What follows belongs to an exercise in optimizing a design on an open flow for small area and a short achievable clock period; a production flow would make more cautious choices.
At most, simulation tests tie the RTL to the original design; equivalence was not proved.
Power is estimated from default activity; no workload was simulated.

Design bumpy_core, start of the top module:
module bumpy_core (
	input wire logic clk,
	input wire logic resetN,
	input wire logic start_of_frame,
	input wire motion_pkg::keys_t keys,
	input wire logic die,
	input wire logic restart,
	input wire geom_pkg::tile_map_t tile_map,
	input wire geom_pkg::tile_coord_t teleport_target,
	output geom_pkg::pixel_t offset_x,
	output geom_pkg::pixel_t offset_y,
	output motion_pkg::move_state_e state
);
==> flow/config.mk <==
export PLATFORM = sky130hd
export DESIGN_NAME = bumpy_core
export DESIGN_NICKNAME = bumpy_core
export VERILOG_FILES = /design/flow/design.v
export SDC_FILE = /design/flow/constraint.sdc
export NUM_CORES = 4
export LEC_CHECK = 0
export CAP_MARGIN = 20
export CORE_MARGIN = 2
export CORE_UTILIZATION = 50
export CTS_BUF_LIST = sky130_fd_sc_hd__clkbuf_8
export SETUP_SLACK_MARGIN = 2.5
export SLEW_MARGIN = 20
==> flow/constraint.sdc <==
create_clock -name core_clock -period 6.0 [get_ports {clk}]
set_input_delay 1.2000 -clock core_clock [delete_from_list [all_inputs] [get_ports {clk}]]
set_output_delay 1.2000 -clock core_clock [all_outputs]
set_load 0.01 [all_outputs]
standard.sh (not shown) runs the stock make flow with config.mk's settings and CLKGATE_MAP_FILE= SYNTH_SCRIPT=/design/flow/synth_recipe.tcl, a recipe that flattens the netlist after the stock synthesis.
==> flow/flow/run.sh <==
#!/bin/bash
export BUFFER_PORTS_ARGS="-buffer_cell sky130_fd_sc_hd__buf_1"
bash standard.sh > standard.log 2>&1
Rerun with:
--- a/flow/design.v
+++ b/flow/design.v
@@ -58,24 +58,31 @@
 	input wire logic clk,
 	input wire logic resetN,
 	input wire logic start_of_frame,
 	input wire motion_pkg::keys_t keys,
 	input wire logic die,
 	input wire logic restart,
 	input wire geom_pkg::tile_map_t tile_map,
 	input wire geom_pkg::tile_coord_t teleport_target,
 	output geom_pkg::pixel_t offset_x,
 	output geom_pkg::pixel_t offset_y,
 	output motion_pkg::move_state_e state
 );
+	function automatic logic [31:0] pre_and_r(input logic [31:0] x);
+		logic [31:0] p;
+		p = x;
+		for (int i = 1; i < 32; i++)
+			p[i] = p[i] & p[i - 1];
+		pre_and_r = {p[30:0], 1'b1};
+	endfunction
 	function automatic logic [31:0] pre_and(input logic [31:0] x);
 		logic [31:0] p;
 		p = x;
 		for (int l = 0; l < 5; l++)
 			for (int i = 0; i < 32; i++)
 				if (((i >> l) & 1) != 0)
 					p[i] = p[i] & p[((i >> l) << l) - 1];
 		pre_and = {p[30:0], 1'b1};
 	endfunction
 	localparam logic [2:0] S_RESET = 3'd0;
 	localparam logic [2:0] S_IDLE = 3'd1;
 	localparam logic [2:0] S_LEFT = 3'd2;
@@ -315,44 +322,46 @@
 		jyn[4:0] = py[4:0];
 		jyn[10:5] = jyb[5:0];
 		for (int i = 11; i < 31; i++)
 			jyn[i] = py[i] ^ (jyb[6] & jy0[i - 11]);
 	end
 	always_ff @(posedge clk or negedge resetN) begin
 		if (!resetN)
 			jyl <= -LIM_Y;
 		else if (jump)
 			jyl <= jyn;
 	end
 	logic [28:0] tx;
-	logic [31:0] tl1, tl0, tu;
-	assign tl1 = pre_and({28'hfffffff, px[3:0]});
-	assign tl0 = pre_and({28'hfffffff, ~px[3:0]});
-	assign tu = pre_and({7'h7f, px[28:4] ^ {25{sxn}}});
+	logic [31:0] tl1, tl0, tu1, tu0;
+	assign tl1 = pre_and_r({28'hfffffff, px[3:0]});
+	assign tl0 = pre_and_r({28'hfffffff, ~px[3:0]});
+	assign tu1 = pre_and_r({7'h7f, px[28:4]});
+	assign tu0 = pre_and_r({7'h7f, ~px[28:4]});
 	always_comb begin
 		for (int i = 0; i < 4; i++)
 			tx[i] = ~sxn ? tl0[i] : tl1[i];
 		for (int i = 4; i < 29; i++)
-			tx[i] = (sxn ? ~tl1[4] : ~tl0[4]) & tu[i - 4];
+			tx[i] = ~sxn ? ~tl0[4] & tu1[i - 4] : ~tl1[4] & tu0[i - 4];
 	end
 	logic [30:0] ty;
 	logic [7:0] lyp, lym;
 	assign lyp = {1'b0, py[6:0]} + 8'd75;
 	assign lym = {1'b0, py[6:0]} - 8'd75;
-	logic [31:0] tyu;
-	assign tyu = pre_and({8'hff, py[30:7] ^ {24{syn}}});
+	logic [31:0] ty1, ty0;
+	assign ty1 = pre_and_r({8'hff, py[30:7]});
+	assign ty0 = pre_and_r({8'hff, ~py[30:7]});
 	always_comb begin
 		ty[6:0] = (syp ? lyp[6:0] : lym[6:0]) ^ py[6:0];
 		for (int i = 7; i < 31; i++)
-			ty[i] = (syn ? lym[7] : lyp[7]) & tyu[i - 7];
+			ty[i] = syp ? lyp[7] & ty1[i - 7] : lym[7] & ty0[i - 7];
 	end
 	always_ff @(posedge clk or negedge resetN) begin
 		if (!resetN) begin
 			px <= RST_PX;
 			py <= RST_PY;
 		end
 		else if (c_tele) begin
 			px <= {16'd0, teleport_target.col, 9'd192};
 			py <= {16'd0, teleport_target.row, 11'd768};
 		end
 		else if (start_of_frame) begin
 			px <= px ^ ({29{sx_nz}} & tx);
What happened: Sequential power rose by a quarter to a third. Count of clock-buffer cells in the layout rose by 1. Core utilization hardly moves. Die area fell by a few percent. Synthesized cell count fell by a few percent. Synthesized area fell by a few percent.
No functional check of the RTL was part of any run of this note.

* * *

Another version of the RTL of bumpy_core (not shown whole).
Size in the first run: ~130 flip-flops, ~13000 um2 of cells after synthesis.
export LEC_CHECK = 0
export CAP_MARGIN = 20
export CORE_MARGIN = 2
export CORE_UTILIZATION = 45
export SETUP_SLACK_MARGIN = 2.5
export SLEW_MARGIN = 20
create_clock -name core_clock -period 6.0 [get_ports {clk}]
Scripts as last shown in full above: flow/flow/run.sh
Edit:
--- a/flow/design.v
+++ b/flow/design.v
@@ -128,15 +128,15 @@
 	always_ff @(posedge clk or negedge resetN) begin
 		if (!resetN) begin
 			st <= S_RESET;
 			dir_r <= 1'b0;
 		end
 		else if (start_of_frame) begin
 			st <= st_n;
-			dir_r <= st_n[0];
+			dir_r <= (st_n == S_RIGHT);
 		end
 	end
 	logic [159:0] tm;
 	assign tm = tile_map;
 	logic signed [19:0] cx, cy;
 	logic [5:0] mx, my;
 	assign cx = px[28:9];
@@ -164,49 +164,44 @@
 	assign cy_in = (cy[19:3] == 17'd0);
 	assign cy_m1 = (cy == -20'sd1);
 	assign in_cf = (cx_in && !(cx[3:0] == 4'd9 && inc_f)) || (cx_m1 && inc_f);
 	assign in_cl = (cx_in && !(cx[3:0] == 4'd0 && dec_l)) || (cx_10 && dec_l);
 	assign in_cr = (cx_in && !(cx[3:0] == 4'd9 && inc_r)) || (cx_m1 && inc_r);
 	assign in_rf = (cy_in && !(cy[2:0] == 3'd7 && inc_rf)) || (cy_m1 && inc_rf);
 	assign in_rs = (cy_in && !(cy[2:0] == 3'd7 && inc_rs)) || (cy_m1 && inc_rs);
-	logic [9:0] col_f, col_l, col_r;
-	logic [7:0] row_f, row_s;
+	function automatic logic m8(input logic [7:0] d, input logic [2:0] s);
+		m8 = s[2] ? (s[1] ? (s[0] ? d[7] : d[6]) : (s[0] ? d[5] : d[4]))
+		          : (s[1] ? (s[0] ? d[3] : d[2]) : (s[0] ? d[1] : d[0]));
+	endfunction
+	function automatic logic m10(input logic [9:0] d, input logic [3:0] s);
+		m10 = s[3] ? (s[0] ? d[9] : d[8]) :
+		      s[2] ? (s[1] ? (s[0] ? d[7] : d[6]) : (s[0] ? d[5] : d[4]))
+		           : (s[1] ? (s[0] ? d[3] : d[2]) : (s[0] ? d[1] : d[0]));
+	endfunction
+	logic [19:0] rowf;
+	logic [9:0] bs, f0, f1;
 	always_comb begin
-		for (int k = 0; k < 10; k++) begin
-			col_f[k] = (cf4 == 4'(k));
-			col_l[k] = (cl4 == 4'(k));
-			col_r[k] = (cr4 == 4'(k));
+		for (int i = 0; i < 20; i++) begin
+			logic [7:0] d;
+			for (int r = 0; r < 8; r++) d[r] = tm[r * 20 + i];
+			rowf[i] = m8(d, rf3);
 		end
-		for (int k = 0; k < 8; k++) begin
-			row_f[k] = (rf3 == 3'(k));
-			row_s[k] = (rs3 == 3'(k));
+		for (int c = 0; c < 10; c++) begin
+			logic [7:0] d;
+			for (int r = 0; r < 8; r++) d[r] = tm[r * 20 + 2 * c] & tm[r * 20 + 2 * c + 1];
+			bs[c] = m8(d, rs3);
+			f0[c] = rowf[2 * c];
+			f1[c] = rowf[2 * c + 1];
 		end
 	end
-	logic [1:0] rsel_f [10];
-	logic rsel_s [10];
 	logic [1:0] kfs;
 	logic lbs, rbs;
-	always_comb begin
-		for (int c = 0; c < 10; c++) begin
-			rsel_f[c] = 2'b00;
-			rsel_s[c] = 1'b0;
-			for (int r = 0; r < 8; r++) begin
-				rsel_f[c] = rsel_f[c] | ({2{row_f[r]}} & tm[2 * (r * 10 + c) +: 2]);
-				rsel_s[c] = rsel_s[c] | (row_s[r] & tm[2 * (r * 10 + c)] & tm[2 * (r * 10 + c) + 1]);
-			end
-		end
-		kfs = 2'b00;
-		lbs = 1'b0;
-		rbs = 1'b0;
-		for (int c = 0; c < 10; c++) begin
-			kfs = kfs | ({2{col_f[c]}} & rsel_f[c]);
-			lbs = lbs | (col_l[c] & rsel_s[c]);
-			rbs = rbs | (col_r[c] & rsel_s[c]);
-		end
-	end
+	assign kfs = {m10(f1, cf4), m10(f0, cf4)};
+	assign lbs = m10(bs, cl4);
+	assign rbs = m10(bs, cr4);
 	logic [1:0] kf;
 	logic lb, rb;
 	assign kf = kfs | {2{~(in_cf & in_rf)}};
 	assign lb = lbs | ~(in_cl & in_rs);
 	assign rb = rbs | ~(in_cr & in_rs);
 	logic [2:0] cc_n;
 	assign cc_n = (kf != 2'd3) ? {kf, 1'b1} : {lb, ~lb & rb, 1'b0};
The changed run produced a clean layout.
Worst setup slack improved by 27 ps.
Routed wire length shrinks by about 8%.
Register-to-register slack improved by 30 ps.
Core utilization shrinks by 0.20 points.
Clock skew stays flat.
Flip-flop and latch count grows by 1.
Global-route usage shrinks by 1.4 points.
Cell count shrinks by about 2.2%.
Total power shrinks by 5.3%.
Function not checked in the second run of this note: the RTL went through the layout flow alone.

==> re-timing with driven ports <==
How much do the figures lean on ideal ports? The routed layouts below were timed once more, with nothing changed but the port constraints. Step 1, drivers: a clkbuf_16 drives clk and a buf_2 each remaining input, both assumed. Step 2 moves the port delays by t, midway between the first and last clock arrival at a register: inputs arrive t later, outputs are due t later. That takes back most of the time a late clock gives input paths. a / b / c = no drivers / after step 1 / after step 2; a / b = the first two.
run | t, ns | setup WS [ns] | worst slew at a driven data input, ns
the first run of note 1 | 0.517 | 2.594 / 2.594 / 2.533 | 0.06
the second run of note 1 | 0.493 | 2.548 / 2.548 / 2.548 | 0.08
the first run of note 2 | 0.494 | 2.561 / 2.561 / 2.357 | 0.10
the second run of note 2 | 0.483 | 2.588 / 2.588 / 2.588 | 0.04
After both steps setup and hold are still met in every run listed. The setup slack of the first run of note 2, which loses most, moves by 0.000 ns with the drivers and by -0.204 ns with both steps.
